This design comes from an exercise in tuning for small area and a short achievable clock period on the open sky130 flow, not from production work. Only simulation tests tie the RTL to the original design; equivalence was not proved. Power is estimated from default activity; no workload was simulated.

### design/flow/run.sh
#!/bin/bash
# synth_recipe.tcl (not shown) runs the flow's synth.tcl, then flattens the netlist and writes it again
# the make line also repeats each setting of config.mk as NAME=value (left out here)
make -C /OpenROAD-flow-scripts/flow DESIGN_CONFIG=/design/flow/config.mk WORK_HOME=/design/flow/orfs CLKGATE_MAP_FILE= SYNTH_SCRIPT=/design/flow/synth_recipe.tcl finish
### design/flow/config.mk
export PLATFORM = sky130hd
export DESIGN_NAME = sgbm_bt_cost_top
export DESIGN_NICKNAME = sgbm_bt_cost_top
export VERILOG_FILES = /design/flow/design.v
export SDC_FILE = /design/flow/constraint.sdc
export NUM_CORES = 4
export LEC_CHECK = 0
export CAP_MARGIN = 20
export CORE_MARGIN = 2
export CORE_UTILIZATION = 40
export SETUP_SLACK_MARGIN = 4
export SLEW_MARGIN = 20
### design/flow/constraint.sdc
create_clock -name core_clock -period 8.0 [get_ports {clk}]
set_input_delay 1.6000 -clock core_clock [delete_from_list [all_inputs] [get_ports {clk}]]
set_output_delay 1.6000 -clock core_clock [all_outputs]
set_load 0.01 [all_outputs]
### design/flow/design.v
package sgbm_cost_pkg;
    localparam int NUM_DISP   = 8;
    localparam int MAX_WIDTH  = 256;
    localparam int COL_BITS   = 8;
    localparam int BORDER_VAL = 63;
    localparam int GRAD_MAX   = 126;
    localparam int PIX_SHIFT  = 2;
    localparam int PIPE_LAT   = 6;
    localparam int COL_W    = 24;
    localparam int PIX_BT_W = 24;
    localparam int GRAD_BT_W = 21;
    localparam int SAMPLE_W = 45;
endpackage
`timescale 1ns/10ps
module sgbm_bt_cost_top (
    input  logic        clk,
    input  logic        rst,
    input  logic        i_row_start,
    input  logic [7:0]  i_width,
    input  logic [23:0] i_left,
    input  logic [23:0] i_right,
    output logic [63:0] o_cost,
    output logic        o_valid,
    output logic        o_row_done
);
    logic              run;
    logic signed [8:0] rem;
    logic [3:0]        u;
    logic              b_pix;    
    logic              b_grad;   
    always_ff @(posedge clk) begin
        if (rst) begin
            run     <= 1'b0;
            o_valid <= 1'b0;
        end else begin
            if (!run) begin
                run <= i_row_start;
            end else if (rem == -9'sd5) begin
                run <= 1'b0;
            end
            o_valid <= run && (u >= 4'd12) && (rem >= -9'sd4);
        end
    end
    always_ff @(posedge clk) begin
        if (!run) begin
            rem <= $signed({1'b0, i_width});
            u   <= '0;
        end else begin
            rem <= rem - 9'sd1;
            if (u != 4'd15) u <= u + 4'd1;
        end
    end
    assign o_row_done = !run;
    assign b_pix  = !run || (u == 4'd0) || (rem <= 9'sd1);
    assign b_grad = (u <= 4'd2) || (rem <= -9'sd1);
    function automatic logic [12:0] pfx(input logic [11:0] g_in, input logic [11:0] p_in,
                                        input logic ci);
        logic [11:0] g, p;
        logic [11:0] ng, np;
        g = g_in;
        p = p_in;
        g[0] = g_in[0] | (p_in[0] & ci);
        p[0] = 1'b0;
        for (int lvl = 0; lvl < 4; lvl++) begin
            ng = g;
            np = p;
            for (int i = 0; i < 12; i++) begin
                if (((i >> lvl) & 1) == 1) begin
                    int j;
                    j = ((i >> lvl) << lvl) - 1;
                    ng[i] = g[i] | (p[i] & g[j]);
                    np[i] = p[i] & p[j];
                end
            end
            g = ng;
            p = np;
        end
        pfx = {g, ci};
    endfunction
    function automatic logic [11:0] fadd(input logic [11:0] a, input logic [11:0] b, input logic ci);
        logic [12:0] c;
        c = pfx(a & b, a ^ b, ci);
        fadd = (a ^ b) ^ c[11:0];
    endfunction
    function automatic logic [11:0] fsub(input logic [11:0] a, input logic [11:0] b);
        fsub = fadd(a, ~b, 1'b1);
    endfunction
    logic [9:0] ls1, ls2, ls3, rs1, rs2, rs3;
    logic [7:0] lp [0:3];
    logic [7:0] rp [0:9];
    logic [6:0] lg [0:1];
    logic [6:0] rg [0:7];
    logic [6:0] lg_new, rg_new;    
    function automatic logic [9:0] col_sum(input logic [23:0] c);
        col_sum = {2'b0, c[23:16]} + {1'b0, c[15:8], 1'b0} + {2'b0, c[7:0]};
    endfunction
    function automatic logic [6:0] grad_of(input logic [9:0] s_next, input logic [9:0] s_prev);
        logic [11:0] e;
        e = fadd({2'b0, s_next}, ~{2'b0, s_prev}, 1'b0);
        if (!e[11] && (e[10:6] != 5'd0 || e[5:0] == 6'h3f)) grad_of = 7'd126;
        else if (e[11] && e[10:6] != 5'h1f)                 grad_of = 7'd0;
        else                                                grad_of = {~e[6], e[5:0]};
    endfunction
    assign lg_new = b_grad ? 7'd63 : grad_of(ls1, ls3);
    assign rg_new = b_grad ? 7'd63 : grad_of(rs1, rs3);
    always_ff @(posedge clk) begin
        ls1 <= col_sum(i_left);
        rs1 <= col_sum(i_right);
        ls2 <= ls1; ls3 <= ls2;
        rs2 <= rs1; rs3 <= rs2;
        lp[0] <= b_pix ? 8'd63 : i_left[15:8];
        rp[0] <= b_pix ? 8'd63 : i_right[15:8];
        for (int k = 1; k < 4; k++)  lp[k] <= lp[k-1];
        for (int k = 1; k < 10; k++) rp[k] <= rp[k-1];
        lg[0] <= lg_new;
        rg[0] <= rg_new;
        lg[1] <= lg[0];
        for (int k = 1; k < 8; k++) rg[k] <= rg[k-1];
    end
    function automatic logic [14:0] ud_pix_r(input logic [7:0] l, input logic [7:0] c,
                                             input logic [7:0] r);
        logic [11:0] el, er, lr;
        logic [8:0]  emax, emin;
        el   = fsub({4'b0, l}, {4'b0, c});
        er   = fsub({4'b0, r}, {4'b0, c});
        lr   = fsub({4'b0, l}, {4'b0, r});
        emax = lr[11] ? er[8:0] : el[8:0];
        emin = lr[11] ? el[8:0] : er[8:0];
        ud_pix_r = {emax[8] ? 7'd0 : emax[7:1], emin[8] ? ~emin[8:1] : 8'hff};
    endfunction
    function automatic logic [12:0] ud_grad_r(input logic [6:0] l, input logic [6:0] c,
                                              input logic [6:0] r);
        logic [11:0] el, er, lr;
        logic [7:0]  emax, emin;
        el   = fsub({5'b0, l}, {5'b0, c});
        er   = fsub({5'b0, r}, {5'b0, c});
        lr   = fsub({5'b0, l}, {5'b0, r});
        emax = lr[11] ? er[7:0] : el[7:0];
        emin = lr[11] ? el[7:0] : er[7:0];
        ud_grad_r = {emax[7] ? 6'd0 : emax[6:1], emin[7] ? ~emin[7:1] : 7'h7f};
    endfunction
    function automatic logic [16:0] ud_pix_l(input logic [7:0] l, input logic [7:0] c,
                                             input logic [7:0] r);
        logic [11:0] c1, fl, fr, gl, gr, lr;
        logic [9:0]  f, g;
        c1 = fadd({4'b0, c}, 12'd1, 1'b0);
        fl = fsub(c1, {4'b0, l});
        fr = fsub(c1, {4'b0, r});
        gl = fadd({4'b0, l}, ~c1, 1'b0);
        gr = fadd({4'b0, r}, ~c1, 1'b0);
        lr = fsub({4'b0, l}, {4'b0, r});
        f  = lr[11] ? fl[9:0] : fr[9:0];
        g  = lr[11] ? gr[9:0] : gl[9:0];
        ud_pix_l = {f[9] ? 9'd0 : f[9:1], g[9] ? 8'hff : g[8:1]};
    endfunction
    function automatic logic [13:0] ud_grad_l(input logic [6:0] l, input logic [6:0] c,
                                              input logic [6:0] r);
        logic [11:0] c1, fl, fr, gl, gr, lr;
        logic [8:0]  f, g;
        c1 = fadd({5'b0, c}, 12'd1, 1'b0);
        fl = fsub(c1, {5'b0, l});
        fr = fsub(c1, {5'b0, r});
        gl = fadd({5'b0, l}, ~c1, 1'b0);
        gr = fadd({5'b0, r}, ~c1, 1'b0);
        lr = fsub({5'b0, l}, {5'b0, r});
        f  = lr[11] ? fl[8:0] : fr[8:0];
        g  = lr[11] ? gr[8:0] : gl[8:0];
        ud_grad_l = {f[8] ? 7'd0 : f[7:1], g[8] ? 7'h7f : g[7:1]};
    endfunction
    logic [16:0] udp_l;
    logic [13:0] udg_l;
    logic [14:0] udp_r [0:7];    
    logic [12:0] udg_r [0:7];
    logic [7:0]  dp [0:7];
    logic        np [0:7];
    logic [6:0]  dg [0:7];
    logic        ng [0:7];
    always_ff @(posedge clk) begin
        logic [11:0] t;
        udp_l    <= ud_pix_l(lp[3], lp[2], lp[1]);
        udg_l    <= ud_grad_l(lg[1], lg[0], lg_new);
        udp_r[0] <= ud_pix_r(rp[3], rp[2], rp[1]);
        udg_r[0] <= ud_grad_r(rg[1], rg[0], rg_new);
        for (int k = 1; k < 8; k++) begin
            udp_r[k] <= udp_r[k-1];
            udg_r[k] <= udg_r[k-1];
        end
        for (int d = 0; d < 8; d++) begin
            t     = fsub({4'b0, lp[2]}, {4'b0, rp[2+d]});
            np[d] <= t[11];
            dp[d] <= t[7:0] ^ {8{t[11]}};
            t     = fsub({5'b0, lg[0]}, {5'b0, rg[d]});
            ng[d] <= t[11];
            dg[d] <= t[6:0] ^ {7{t[11]}};
        end
    end
    logic [6:0] rp_q [0:7];    
    logic [7:0] rg_q [0:7];    
    always_ff @(posedge clk) begin
        logic [8:0]  ap, bp, mp;
        logic [6:0]  ag, bg, mg;
        logic [11:0] t;
        for (int d = 0; d < 8; d++) begin
            ap = np[d] ? {udp_r[d][7], udp_r[d][7:0]} : {2'b0, udp_r[d][14:8]};
            bp = np[d] ? {udp_l[7], udp_l[7:0]} : udp_l[16:8];
            t  = fsub({3'b0, ~bp[8], bp[7:0]}, {3'b0, ~ap[8], ap[7:0]});
            mp = t[11] ? ap : bp;
            t  = fsub({4'b0, dp[d]}, {{3{mp[8]}}, mp});
            rp_q[d] <= {t[11], t[7:2]};
            ag = ng[d] ? udg_r[d][6:0] : {1'b0, udg_r[d][12:7]};
            bg = ng[d] ? udg_l[6:0] : udg_l[13:7];
            t  = fsub({5'b0, ~bg[6], bg[5:0]}, {5'b0, ~ag[6], ag[5:0]});
            mg = t[11] ? ag : bg;
            t  = fsub({5'b0, dg[d]}, {{5{mg[6]}}, mg});
            rg_q[d] <= {t[11], t[6:0]};
        end
    end
    always_ff @(posedge clk) begin
        logic [11:0] t;
        for (int d = 0; d < 8; d++) begin
            t = fadd({6'b0, rp_q[d][6] ? 6'd0 : rp_q[d][5:0]},
                     {5'b0, rg_q[d][7] ? 7'd0 : rg_q[d][6:0]}, 1'b0);
            o_cost[8*d +: 8] <= t[7:0];
        end
    end
endmodule
==> run notes <==
==> synth_stat cells (all sizes together), types with 9 or more instances <==
cell / count
a211o: 9
a211oi: 28
a21o: 154
a21oi: 162
a31o: 43
and2: 11
and3: 20
buf: 33
clkbuf: 45
dfxtp: 831
fa: 169
ha: 529
inv: 397
mux2: 145
mux2i: 117
nand2: 98
nand2b: 56
nand3: 35
nand3b: 10
nor2: 123
nor2b: 119
nor3: 28
o211ai: 13
o21a: 19
o21ai: 102
o21bai: 27
o311a: 9
or2: 26
xnor2: 148
xor2: 165
==> power by group through the flow <==
stage / registers, mW / logic, mW / clock network (mW)
2_1_floorplan: 6.14 / 8.24 / 0
3_3_place_gp: 6.64 / 10.6 / 0
3_5_place_dp: 6.65 / 10.8 / 0
4_1_cts: 6.56 / 11.2 / 4.27
5_1_grt: 6.66 / 13.0 / 4.45
6_report: 6.51 / 11.5 / 4.16
==> cell type report <==
class / instances / share of cell area, %
antenna: 1 / 0.00516
clock buffer: 118 / 5.19
clock inverter: 38 / 0.950
inverter: 397 / 3.08
multi-input combinational: 2457 / 48.3
sequential: 831 / 34.5
tap: 1368 / 3.53
timing repair buffer: 238 / 4.44
==> sequential cells by signal (all words and copies together) (netlist names), 32 cells and up <==
name / cells
rg_q: 64
udg_r: 104
rg: 56
o_cost: 64
rp_q: 56
dg: 56
rp: 80
dp: 64
udp_r: 120
lp: 32
==> through the flow <==
step / power, mW / cell area (um2) / hold WS (ns) / util (%)
2_1_floorplan: 14.4 / 41400 / 0.310 / -
3_3_place_gp: 17.3 / 44100 / 0.310 / 43.3
3_5_place_dp: 17.4 / 44100 / 0.312 / 43.3
4_1_cts: 22.1 / 47800 / 0.319 / 46.9
5_1_grt: 24.1 / 48500 / 0.331 / 47.5
6_report: 22.2 / 48500 / 0.319 / 47.5
==> worst max path at each step <==
stage / from / end / slack, ns / cells past startpoint
4_1_cts: ls3[0] / udg_l[3] / 3.24 / 23
3_3_place_gp: ng[7] / rg_q[7][7] / 3.08 / 17
3_5_place_dp: ng[3] / rg_q[3][7] / 2.91 / 17
6_report: ls3[0] / udg_l[3] / 3.13 / 23
5_1_grt: ls3[0] / udg_l[3] / 3.02 / 23
2_1_floorplan: ls3[0] / udg_l[0] / 3.38 / 20
==> what timing repair did <==
item | 4_1_cts | 5_1_grt
setup endpoints to repair | 112 | 76
resized for setup | 83 | 73
buffers inserted | 53 | 49
pin swaps | 42 | 32
==> kinds of logic after synthesis <==
kind of cell / synth area share, %
adder cells (fa/ha/maj): 24.2
AND/OR/NAND/NOR: 6.87
multiplexers: 7.24
XOR/XNOR: 6.64
AO/OA/AOI/OAI: 10.3
buffers and inverters: 4.38
flip-flops: 40.3
==> per-layer routing <==
| metal | routed length, um | share of wire [%] | GRT usage, % |
|---|---|---|---|
| met1 | 45800 | 49 | 24.3 |
| met2 | 42500 | 45 | 28.8 |
| met3 | 3010 | 3.2 | 2.40 |
| met4 | 2460 | 2.6 | 5.10 |
| met5 | 15 | 0.016 | 0 |
==> flow_summary_export.csv <==
group,metric,value,unit
global_routing,antenna_found_initial,10,
critical_path,cp.arrival,5.38,ns
sta,worstMarginPinSlew,0.986,ns
critical_path,cpLargestDelayFamily,"compound AO/OA/AOI/OAI gates",
critical_path,reg2reg_from,"ls3[0]",
die,ios,125,
clock_network,numCtsBuffers,86,
job,maxCapViolCount,0,
placed_design,place_inst,5189,
power_and_ir_drop,p_leak,22.4,nW
logic_synthesis,ys_seq_elements,831,
critical_path,cp.required,8.51,ns
critical_path,startpoint_type,"flip-flop",
sta,tns,0,ns
critical_path,cp_max_fo,5,
clock_network,clk_pin_slew,0.06,ns
sta,setup_ws,3.13,ns
logic_synthesis,yosys.area.top_type,"dfxtp_1",
clock_network,clk_latency,0.64,ns
sta,rsz0062_at_grt,"true",
finish,drive_gt1_share,15.0,%
global_routing,grt_pass1_vias,26300,
logic_synthesis,synth_seq_area_share,40.3,%
logic_synthesis,synth_cells,3763,
finish,nNetsFinal,4768,
clock_network,cts_root_buffer,"clkbuf_16",
finish,area_growth,17.4,%
global_routing,grt_start_max_net_pins,28,
critical_path,crit_buf_inv,2,
clock_network,htree_levels,3,
sta,period_share,60.9,%
logic_synthesis,synth.top_cell.area_share,40.3,%
detailed_routing,ant_nets,0,
sta,fmax,0.205,GHz
logic_synthesis,syn_area,41300,um2
critical_path,end_kind,"flip-flop",
die,die_h,325,um
worst_hold_path,hold_depth,0,
detailed_routing,drc,0,
die,fp.dieArea,106000,um2
logic_synthesis,synth-edff-count,0,
sta,fin_skew,0.0148,ns
critical_path,slowest_stage,"or3_4",
die,rows,117,
critical_path,path_cells,"inv_2, ha_4, fa_2, a21oi_2, nor2b_2, a311o_1, nand3_2, nand2_2, fa_2, xor2_4, nand4b_1, mux2i_1, buf_4, nand2b_4, a21oi_4, ha_4, a21o_1, a21o_1, a41o_1, a21boi_4, a41o_4, or3_4, a2bb2oi_1",
clock_network,clk_path_buf_depth,3,
global_routing,overflow,0,
logic_synthesis,yosysWarningCount,13,
finish,multiInputGateArea,23400,um2
power_and_ir_drop,seqPwrFrac,29.4,%
detailed_routing,dr.pass1.iters,5,
critical_path,path_class,"reg2reg",
worst_hold_path,worstHoldStart,"lp[0][0]",
logic_synthesis,syn_nets,4520,
sta,hold_violations,0,
run_status,status,"finished clean",
logic_synthesis,avgSynthCellArea,11.0,um2
die,core,102000,um2
critical_path,worstReg2RegEnd,"udg_l[3]",
detailed_routing,wirelength,93.8,mm
logic_synthesis,synth_area_leaders,"dfxtp_1 40%, ha_1 16%, fa_1 8.2%",
power_and_ir_drop,p_per_area,457,nW/um2
power_and_ir_drop,p_sw_share,38.1,%
finish,layout_commonest_cell,"dfxtp_1",
die,die_w,325,um
sta,slew_viol_final,0,
finish,layout.cells.non_filler,5448,
detailed_routing,num_vias,26100,
power_and_ir_drop,combinationalPowerShare,51.8,%
detailed_routing,viasPerCell,4.79,
power_and_ir_drop,power_frac_clock,18.8,%
global_routing,track_usage,17.7,%
power_and_ir_drop,peakVddDrop,211,uV
logic_synthesis,synth_cell_types,70,
critical_path,worstRegToRegCells,23,
placed_design,gp_routability_congestion,0.858,
sta,setup_viol,0,
placed_design,dp.final_hpwl,73.9,mm
clock_network,cts_hold_buf,0,
global_routing,grt_pass1_wl,146,mm
finish,final_cell_mix,"805 x dfxtp_1, 522 x ha_1, 391 x inv_1",
logic_synthesis,synth_ff_type,"dfxtp_1",
sta,slew_headroom,34.2,%
placed_design,numPortBuffers,124,
placed_design,dp_slack,2.91,ns
finish,seq_area,16700,um2
clock_network,cts_tree,"yes",
worst_hold_path,holdPathEnd,"lp[1][0]",
detailed_routing,drtIter0Drc,1263,
sta,period_minus_slack,4.87,ns
finish,fill_cells,9386,
die,start_util,40.4,%
detailed_routing,drt-wirelength-per-cell,17.2,um
critical_path,slowest_delay,0.40,ns
critical_path,r2r_setup_slack,3.13,ns
power_and_ir_drop,netSwitchingPower,8.44,mW
worst_hold_path,hold_path_class,"reg2reg",
power_and_ir_drop,p_int,13.7,mW
logic_synthesis,async_flop_share,0,%
clock_network,clock_sinks,831,

## afterwards: timing with drivers on the ports
Ports are ideal in the flow. The routed layout listed here was re-timed in OpenROAD.
Step 1 assumes that a clkbuf_16 drives the clock port and a buf_2 every other input.
Step 2 adds t to the input delays and takes it off the output delays; t is the mean of the earliest and latest rising clock arrival at the registers after step 1. Input paths then give back, and output paths get back, about the clock's delay inside the block.
Slacks: no drivers / after step 1 / after step 2; pairs: no drivers / after step 1.
shift t [ns]: 0.702
setup WS [ns]: 3.131 / 3.131 / 3.131
worst hold slack (ns): 0.319 / 0.319 / 0.319
worst setup path at the end: register to register
After both steps this run still meets setup and hold. For this run, drivers alone change the setup slack by 0.000 ns; drivers and shift together by 0.000 ns.
